This design comes from an exercise in tuning for small area, a short achievable clock period and few clock cycles per item on the open sky130 flow, not from production work.
In this exercise RTL edits were held to simulation tests only and were not proved equivalent to the original.
No activity file was given, so power comes from the tool's default toggle rates.

Design priority_tune_note_sequencer_unit, start of the top module:
module priority_tune_note_sequencer_unit #(
    parameter int TUNE_DEPTH = ptns_pkg::TUNE_DEPTH_DEFAULT
) (
    input  wire logic        clk,
    input  wire logic        rst_n,
    input  wire logic        req_valid,
    output logic             req_ready,
    input  wire logic [1:0]  req_command,
    input  wire logic [7:0]  req_word_address,
    input  wire logic [31:0] req_note_word,
    input  wire logic [7:0]  req_tune_start,
    input  wire logic [7:0]  req_request_priority,
    output logic             rsp_valid,
    input  wire logic        rsp_ready,
    output logic             rsp_timer_enable,
    output logic [15:0]      rsp_period,
    output logic [15:0]      rsp_compare,
    output logic             rsp_counter_restart,
    output logic             rsp_pin_forced_low,
    output logic             rsp_note_active,
    output logic [7:0]       rsp_current_priority,
    output logic [7:0]       rsp_note_index,
    input  wire logic        cfg_valid,
    output logic             cfg_ready,
    input  wire logic        cfg_index,
    input  wire logic [15:0] cfg_data
);
clock: 6.0 ns
lec_check: 0
abc_area: 1
cap_margin: 20
core_margin: 2
core_utilization: 40
cts_cluster_diameter: 80
cts_cluster_size: 24
setup_slack_margin: 3.5
slew_margin: 20
run.sh (not shown) runs the stock make flow with config.mk's settings and CLKGATE_MAP_FILE= SYNTH_SCRIPT=/design/flow/synth_recipe.tcl, a recipe that flattens the netlist after the stock synthesis.
Testbench counts at the start, summed over its fixed seeds: cycles 6,297, items 6,112.
Edit:
--- a/flow/design.v
+++ b/flow/design.v
@@ -393,17 +393,17 @@
     assign tone       = r2_w[31:16];
     assign wlen       = r2_w[15:0];
     assign is_play    = (r2_cmd == C_PLAY);
     assign is_tick    = (r2_cmd == C_TICK);
     assign note       = (is_play && (r2_prio >= prio_q)) || (is_tick && end_q);
     assign tone_zero  = (tone == '0);
     assign tone_pause = (tone == pause_q);
     assign normal     = note && !tone_zero && !tone_pause;
-    assign hz         = r2_v && normal && !div_hit && need_div;
+    assign hz         = r2_v && note && need_div;
     assign fs         = bs || hz;
     assign fire       = r2_v && !fs;
     logic [RW-1:0] rec;
     logic [1:0]    rec_action;
     logic          rec_active;
     logic [7:0]    rec_prio;
     logic [7:0]    rec_index;
     always_comb
The changed run completed without violations. Clock power is about the same. Die area goes up by 0.45%. Cell area goes down by 0.35%. Core utilization goes down by 0.25 points. Via count goes up by 5.1%.
Testbench counts after the change, summed over its fixed seeds: cycles 6,300, items 6,112.

--- another note on this design; it stands on its own ---

## priority_tune_note_sequencer_unit
module priority_tune_note_sequencer_unit #(
    parameter int TUNE_DEPTH = ptns_pkg::TUNE_DEPTH_DEFAULT
) (
    input  wire logic        clk,
    input  wire logic        rst_n,
    input  wire logic        req_valid,
    output logic             req_ready,
    input  wire logic [1:0]  req_command,
    input  wire logic [7:0]  req_word_address,
    input  wire logic [31:0] req_note_word,
    input  wire logic [7:0]  req_tune_start,
    input  wire logic [7:0]  req_request_priority,
    output logic             rsp_valid,
    input  wire logic        rsp_ready,
    output logic             rsp_timer_enable,
    output logic [15:0]      rsp_period,
    output logic [15:0]      rsp_compare,
    output logic             rsp_counter_restart,
    output logic             rsp_pin_forced_low,
    output logic             rsp_note_active,
    output logic [7:0]       rsp_current_priority,
    output logic [7:0]       rsp_note_index,
    input  wire logic        cfg_valid,
    output logic             cfg_ready,
    input  wire logic        cfg_index,
    input  wire logic [15:0] cfg_data
);
Settings: LEC_CHECK=0, CAP_MARGIN=20, CORE_MARGIN=2, CORE_UTILIZATION=40, CTS_CLUSTER_DIAMETER=80, CTS_CLUSTER_SIZE=24, SETUP_SLACK_MARGIN=3.5, SLEW_MARGIN=20; clock period 6.0 ns.
run.sh (not shown) runs the stock make flow with config.mk's settings and CLKGATE_MAP_FILE= SYNTH_SCRIPT=/design/flow/synth_recipe.tcl, a recipe that flattens the netlist after the stock synthesis.
Testbench counts at the start, summed over its fixed seeds: cycles 6,396, items 6,112.
Then changed:
ABC_AREA = 1   (was not set)
SETUP_SLACK_MARGIN = 3.3   (was 3.5)
After rerunning:
- worst setup slack is better by 0.090 ns
- utilization shrinks by 2.7 points
- sequential power grows by about 4%
- combinational power grows by about 8%
- die area grows by 3.0%
- power grows by 4.3%
- via count grows by 6.9%
- wire length shrinks by 1.8%
- global-route usage shrinks by 0.83 points
- synthesized cell count grows by 37%
Then changed:
SETUP_SLACK_MARGIN = 3.5   (was 3.3)
=>
- setup slack gets better by 0.14 ns
- hold slack loses 0.029 ns
- sequential power stays flat
- clock power is about the same
Then changed:
CORE_UTILIZATION = 55   (was 40)
The new run produced a clean layout. Via count drops by 0.74%. Routed wire length decreases by 2.0%. Total power is about the same. Register-to-register slack degrades by 0.04 ns. Cell area shrinks by about 1.5%.

afterwards: timing with drivers on the ports:
The results above use ideal ports. As a check the final layouts listed here were re-extracted and re-timed, cells and wires unchanged.
Step 1, drivers: a clkbuf_16 drives clk and a buf_2 each remaining input, both assumed.
Step 2 times the ports against the registers' clock, not the clock port: input delays grow and output delays shrink by t, the midpoint of the rising clock arrivals with the driver on.
Three values: no drivers, after step 1, after step 2; two values: the first two.
| run | t (ns) | setup slack, ns | worst hold slack (ns) | worst data-port slew with drivers (ns) | pins driven straight from the clock port |
|---|---|---|---|---|---|
| the first run of note 1 | 0.914 | 3.244 / 3.151 / 2.824 | 0.422 / 0.379 / 0.422 | 0.10 | 1 |
| the second run of note 1 | 0.901 | 3.205 / 3.115 / 2.824 | 0.410 / 0.410 / 0.410 | 0.09 | 1 |
| the first run of note 2 | 0.931 | 3.015 / 3.015 / 2.432 | 0.347 / 0.292 / 0.410 | 0.08 | 1 |
| the second run of note 2 | 0.903 | 3.105 / 3.105 / 2.626 | 0.422 / 0.393 / 0.422 | 0.10 | 1 |
| the third run of note 2 | 0.926 | 3.244 / 3.204 / 2.745 | 0.393 / 0.393 / 0.393 | 0.11 | 1 |
| the fourth run of note 2 | 0.897 | 3.202 / 3.179 / 2.639 | 0.352 / 0.290 / 0.418 | 0.09 | 1 |
After both steps setup and hold are still met in every run listed. The setup slack of the first run of note 2, which loses most, moves by 0.000 ns with the drivers and by -0.583 ns with both steps.
